Context: an optimization exercise on an open-source flow, tuned for small area. The choices shown serve that exercise and are no tape-out recipe. The RTL was checked by simulation tests, not by an equivalence proof against the original design. Power is estimated from default activity; no workload was simulated.

run D:
==> flow/design.v <==
module reg_file_sb #(
   parameter int DATA_W = 32,
   parameter int ADDR_W = 5
) (
   input  logic              clk,
   input  logic              rst_n,
   input  logic [ADDR_W-1:0] ra1,
   input  logic [ADDR_W-1:0] ra2,
   output logic [DATA_W-1:0] rd1,
   output logic [DATA_W-1:0] rd2,
   input  logic              we,
   input  logic [ADDR_W-1:0] wa,
   input  logic [DATA_W-1:0] wd,
   input  logic              rsv,
   input  logic [ADDR_W-1:0] rsv_a,
   output logic              pend1,
   output logic              pend2,
   output logic              stall
);
   localparam int DEPTH = 2 ** ADDR_W;
   logic [DATA_W-1:0] r_regs [1:DEPTH-1];
   logic [DEPTH-1:1]  r_val;
   logic [DEPTH-1:1]  r_pend;
   logic [DEPTH-1:1]  w_wdec;
   logic [DEPTH-1:1]  w_rdec;
   logic [DEPTH-1:1]  w_wdec_n;
   logic [DEPTH-1:1]  w_s1;
   logic [DEPTH-1:1]  w_s2;
   logic              w_byp1;
   logic              w_byp2;
   logic [3:0]        w_wh;
   logic [7:0]        w_wl;
   logic [DEPTH-1:1]  w_vk;
   logic              w_bok;
   always_comb begin
      for (int j = 0; j < 4; j++) begin
         w_wh[j] = we && (wa[4:3] == 2'(j));
      end
      for (int k = 0; k < 8; k++) begin
         w_wl[k] = (wa[2:0] == 3'(k));
      end
      for (int i = 1; i < DEPTH; i++) begin
         w_rdec[i] = rsv && (rsv_a == ADDR_W'(i));
         w_s1[i]   = (ra1 == ADDR_W'(i));
         w_s2[i]   = (ra2 == ADDR_W'(i));
         w_vk[i]   = r_val[i] && w_wdec_n[i];
      end
      w_bok = rst_n && we && (wa != '0);
   end
   for (genvar i = 1; i < DEPTH; i++) begin : g_dec
      rf_and2  u_en  (.a(w_wh[i / 8]), .b(w_wl[i % 8]), .y(w_wdec[i]));
      rf_nand2 u_enn (.a(w_wh[i / 8]), .b(w_wl[i % 8]), .y(w_wdec_n[i]));
   end
   rf_and2 u_byp1 (.a(w_bok), .b(ra1 == wa), .y(w_byp1));
   rf_and2 u_byp2 (.a(w_bok), .b(ra2 == wa), .y(w_byp2));
   logic [DATA_W-1:0] w_nxt [1:DEPTH-1];
   for (genvar i = 1; i < DEPTH; i++) begin : g_row
      rf_hold #(.W(DATA_W)) u_hold (
         .q(r_regs[i]), .wd(wd), .en(w_wdec[i]), .en_n(w_wdec_n[i]), .d(w_nxt[i])
      );
   end
   always_ff @(posedge clk) begin
      for (int i = 1; i < DEPTH; i++) begin
         r_regs[i] <= w_nxt[i];
      end
   end
   always_ff @(posedge clk or negedge rst_n) begin
      if (!rst_n) begin
         r_val  <= '0;
         r_pend <= '0;
      end else begin
         r_val  <= r_val | w_wdec;
         r_pend <= (r_pend & w_wdec_n) | w_rdec;
      end
   end
   logic [DEPTH-1:0] w_sel1, w_sel2, w_psel1, w_psel2;
   logic [DEPTH-1:0] w_col [DATA_W];
   assign w_sel1[0] = w_byp1;
   assign w_sel2[0] = w_byp2;
   always_comb begin
      w_psel1[0] = 1'b0;
      w_psel2[0] = 1'b0;
      for (int i = 1; i < DEPTH; i++) begin
         w_psel1[i] = w_s1[i] && r_pend[i] && w_wdec_n[i];
         w_psel2[i] = w_s2[i] && r_pend[i] && w_wdec_n[i];
      end
      for (int b = 0; b < DATA_W; b++) begin
         w_col[b][0] = wd[b];
         for (int i = 1; i < DEPTH; i++) begin
            w_col[b][i] = r_regs[i][b];
         end
      end
   end
   for (genvar i = 1; i < DEPTH; i++) begin : g_sel
      rf_and2 u_s1 (.a(w_s1[i]), .b(w_vk[i]), .y(w_sel1[i]));
      rf_and2 u_s2 (.a(w_s2[i]), .b(w_vk[i]), .y(w_sel2[i]));
   end
   for (genvar b = 0; b < DATA_W; b++) begin : g_rd
      rf_aomux #(.N(DEPTH)) u_rd1 (.s(w_sel1), .d(w_col[b]), .y(rd1[b]));
      rf_aomux #(.N(DEPTH)) u_rd2 (.s(w_sel2), .d(w_col[b]), .y(rd2[b]));
   end
   assign pend1 = |w_psel1;
   assign pend2 = |w_psel2;
   assign stall = pend1 || pend2;
endmodule
module rf_aomux #(
   parameter int N = 32
) (
   input  logic [N-1:0] s,
   input  logic [N-1:0] d,
   output logic         y
);
   localparam int G = (N + 2) / 3;
   logic [G-1:0] w_n;
   for (genvar g = 0; g < N / 3; g++) begin : g_grp
      rf_ao3i u_ao (.s(s[3*g +: 3]), .d(d[3*g +: 3]), .y(w_n[g]));
   end
   if (N % 3 == 2) begin : g_last
      assign w_n[G-1] = ~|(s[N-2 +: 2] & d[N-2 +: 2]);
   end else if (N % 3 == 1) begin : g_last
      assign w_n[G-1] = ~(s[N-1] & d[N-1]);
   end
   assign y = ~&w_n;
endmodule
module rf_ao3i (
   input  logic [2:0] s,
   input  logic [2:0] d,
   output logic       y
);
   assign y = ~|(s & d);
endmodule
module rf_hold #(
   parameter int W = 32
) (
   input  logic [W-1:0] q,
   input  logic [W-1:0] wd,
   input  logic         en,
   input  logic         en_n,
   output logic [W-1:0] d
);
   assign d = (q & {W{en_n}}) | (wd & {W{en}});
endmodule
module rf_and2 (
   input  logic a,
   input  logic b,
   output logic y
);
   assign y = a & b;
endmodule
module rf_nand2 (
   input  logic a,
   input  logic b,
   output logic y
);
   assign y = ~(a & b);
endmodule
clock: 8.0 ns
lec_check: 0
cap_margin: 20
core_margin: 2
core_utilization: 40
setup_slack_margin: 0.3
slew_margin: 20
synth_hierarchical: 1
synth_minimum_keep_size: 0
standard.sh (not shown) runs the stock make flow with config.mk's settings and CLKGATE_MAP_FILE= SYNTH_SCRIPT=/design/flow/synth_recipe.tcl, a recipe that flattens the netlist after the stock synthesis.
==> flow/flow/run.sh <==
#!/bin/bash
# The standard ORFS layout with three changes:
#  * every combinational cell is set to drive strength 1 right after
#    floorplan (flow/downsize.tcl); placement repair and the timing repair
#    after CTS size up what needs it;
#  * the clock tree uses clkbuf_16 sink buffers over larger sink clusters and
#    no dummy loads;
#  * port buffers are buf_1 instead of clkdlybuf4s50_1.
# Each step's full log is under orfs/logs/; make's output goes to flow.log.
set -euo pipefail
HERE=$(pwd)
CTS="-sink_clustering_enable -repair_clock_nets -dont_use_dummy_load -sink_clustering_size 28 -sink_clustering_max_diameter 80 -buf_list sky130_fd_sc_hd__clkbuf_16"
bash standard.sh \
  "CTS_ARGS=$CTS" \
  "BUFFER_PORTS_ARGS=-buffer_cell sky130_fd_sc_hd__buf_1" \
  "POST_FLOORPLAN_TCL=$HERE/flow/downsize.tcl" \
  finish > flow.log 2>&1
==> flow/flow/downsize.tcl <==
# Set every combinational standard cell to the drive strength 1 variant of
# its family before placement. The placement and CTS repair steps then size
# up only the cells whose load, slew or timing needs it. Registers and
# physical-only cells keep their cells.
set n_down 0
foreach inst [get_cells *] {
  set ref [get_property $inst ref_name]
  if {![regexp {^(sky130_fd_sc_hd__([a-z0-9]+))_([0-9]+)$} $ref -> base fam drv]} {
    continue
  }
  if {[regexp {^(s?e?df|dl|tap|conb|fill|decap|diode|lpflow|probe)} $fam]} {
    continue
  }
  if {$drv <= 1} {
    continue
  }
  set cand [get_lib_cells -quiet */${base}_1]
  if {[llength $cand] == 0} {
    continue
  }
  if {[get_property [lindex $cand 0] dont_use]} {
    continue
  }
  replace_cell $inst [lindex $cand 0]
  incr n_down
}
puts "downsize: $n_down cells set to drive strength 1"
Inputs modified between run D and run Y:
--- a/flow/design.v
+++ b/flow/design.v
@@ -29,29 +29,15 @@
    logic              w_byp1;
    logic              w_byp2;
-   logic [3:0]        w_wh;
-   logic [7:0]        w_wl;
-   logic [DEPTH-1:1]  w_vk;
-   logic              w_bok;
    always_comb begin
-      for (int j = 0; j < 4; j++) begin
-         w_wh[j] = we && (wa[4:3] == 2'(j));
+      for (int i = 1; i < DEPTH; i++) begin
+         w_wdec[i] = we && (wa == ADDR_W'(i));
+         w_wdec_n[i] = !w_wdec[i];
+         w_rdec[i] = rsv && (rsv_a == ADDR_W'(i));
+         w_s1[i]   = (ra1 == ADDR_W'(i)) && !w_wdec[i];
+         w_s2[i]   = (ra2 == ADDR_W'(i)) && !w_wdec[i];
       end
-      for (int k = 0; k < 8; k++) begin
-         w_wl[k] = (wa[2:0] == 3'(k));
-      end
-      for (int i = 1; i < DEPTH; i++) begin
-         w_rdec[i] = rsv && (rsv_a == ADDR_W'(i));
-         w_s1[i]   = (ra1 == ADDR_W'(i));
-         w_s2[i]   = (ra2 == ADDR_W'(i));
-         w_vk[i]   = r_val[i] && w_wdec_n[i];
-      end
-      w_bok = rst_n && we && (wa != '0);
+      w_byp1 = rst_n && we && (wa != '0) && (ra1 == wa);
+      w_byp2 = rst_n && we && (wa != '0) && (ra2 == wa);
    end
-   for (genvar i = 1; i < DEPTH; i++) begin : g_dec
-      rf_and2  u_en  (.a(w_wh[i / 8]), .b(w_wl[i % 8]), .y(w_wdec[i]));
-      rf_nand2 u_enn (.a(w_wh[i / 8]), .b(w_wl[i % 8]), .y(w_wdec_n[i]));
-   end
-   rf_and2 u_byp1 (.a(w_bok), .b(ra1 == wa), .y(w_byp1));
-   rf_and2 u_byp2 (.a(w_bok), .b(ra2 == wa), .y(w_byp2));
    logic [DATA_W-1:0] w_nxt [1:DEPTH-1];
    for (genvar i = 1; i < DEPTH; i++) begin : g_row
@@ -71,17 +57,19 @@
       end else begin
          r_val  <= r_val | w_wdec;
-         r_pend <= (r_pend & w_wdec_n) | w_rdec;
+         r_pend <= (r_pend & ~w_wdec) | w_rdec;
       end
    end
    logic [DEPTH-1:0] w_sel1, w_sel2, w_psel1, w_psel2;
    logic [DEPTH-1:0] w_col [DATA_W];
-   assign w_sel1[0] = w_byp1;
-   assign w_sel2[0] = w_byp2;
    always_comb begin
+      w_sel1[0] = w_byp1;
+      w_sel2[0] = w_byp2;
       w_psel1[0] = 1'b0;
       w_psel2[0] = 1'b0;
       for (int i = 1; i < DEPTH; i++) begin
-         w_psel1[i] = w_s1[i] && r_pend[i] && w_wdec_n[i];
-         w_psel2[i] = w_s2[i] && r_pend[i] && w_wdec_n[i];
+         w_sel1[i]  = w_s1[i] && r_val[i];
+         w_sel2[i]  = w_s2[i] && r_val[i];
+         w_psel1[i] = w_s1[i] && r_pend[i];
+         w_psel2[i] = w_s2[i] && r_pend[i];
       end
       for (int b = 0; b < DATA_W; b++) begin
@@ -91,8 +79,4 @@
          end
       end
-   end
-   for (genvar i = 1; i < DEPTH; i++) begin : g_sel
-      rf_and2 u_s1 (.a(w_s1[i]), .b(w_vk[i]), .y(w_sel1[i]));
-      rf_and2 u_s2 (.a(w_s2[i]), .b(w_vk[i]), .y(w_sel2[i]));
    end
    for (genvar b = 0; b < DATA_W; b++) begin : g_rd
@@ -141,16 +125,2 @@
    assign d = (q & {W{en_n}}) | (wd & {W{en}});
 endmodule
-module rf_and2 (
-   input  logic a,
-   input  logic b,
-   output logic y
-);
-   assign y = a & b;
-endmodule
-module rf_nand2 (
-   input  logic a,
-   input  logic b,
-   output logic y
-);
-   assign y = ~(a & b);
-endmodule
==> comparison <==
- Run Y completed every stage of the flow, and the final layout passed the timing, design-rule and antenna checks.
- Launching instance or port of the critical path = we: run Y; launching instance or port of the critical path = wa[4]: run D
- There was hardly any difference in share of total power in sequential cells between run D and run Y.
- Power of the combinational group delta (run Y -> run D): insignificant
- Number of global-route vias before repair shrinks slightly when moving from run D to run Y.
- Cmp run D and run Y / final worst-path cycle share / higher: run Y
- On highest clock frequency the design can meet: run Y sits below run D.
- The leakage power figure of run Y was inferior to that of run D.
- Hold slack essentially unchanged between run Y and run D.
- Sort run D and run Y by post-layout worst setup margin, descending, and run D comes first.
- On data arrival time of the critical path, the lower figure sits with run D, not run Y.
- Run Y ends up with a non-clock buffer count that is 27% higher than in run D.
- Looking at post-synthesis to final-layout area growth across run D and run Y, the one that comes out lower is run D.
- For power of the clock network, run Y and run D come out practically identical.
- Min design area across run D and run Y: run D

==> port drivers added, routing unchanged <==
Ports are ideal in the flow. The routed layouts listed here were re-timed in OpenROAD.
Step 1, drivers: a clkbuf_16 drives clk and a buf_2 each remaining input, both assumed.
Step 2 adds t to the input delays and takes it off the output delays; t is the mean of the earliest and latest rising clock arrival at the registers after step 1. Input paths then give back, and output paths get back, about the clock's delay inside the block.
a / b / c = ideal ports / drivers / drivers and shift; a / b = the first two.
| run | t (ns) | setup slack, ns | worst hold slack (ns) | worst setup path at the end | slew at the worst register clock pin (ns) |
|---|---|---|---|---|---|
| run D | 0.727 | 0.756 / 0.641 / 0.641 | 0.464 / 0.464 / 0.464 | input to output | 0.11 / 0.11 |
| run Y | 0.718 | 0.532 / 0.505 / 0.505 | 0.464 / 0.464 / 0.464 | input to output | 0.12 / 0.12 |
After both steps setup and hold are still met in every run listed. For run D, which loses most, drivers alone change the setup slack by -0.115 ns; drivers and shift together by -0.115 ns.
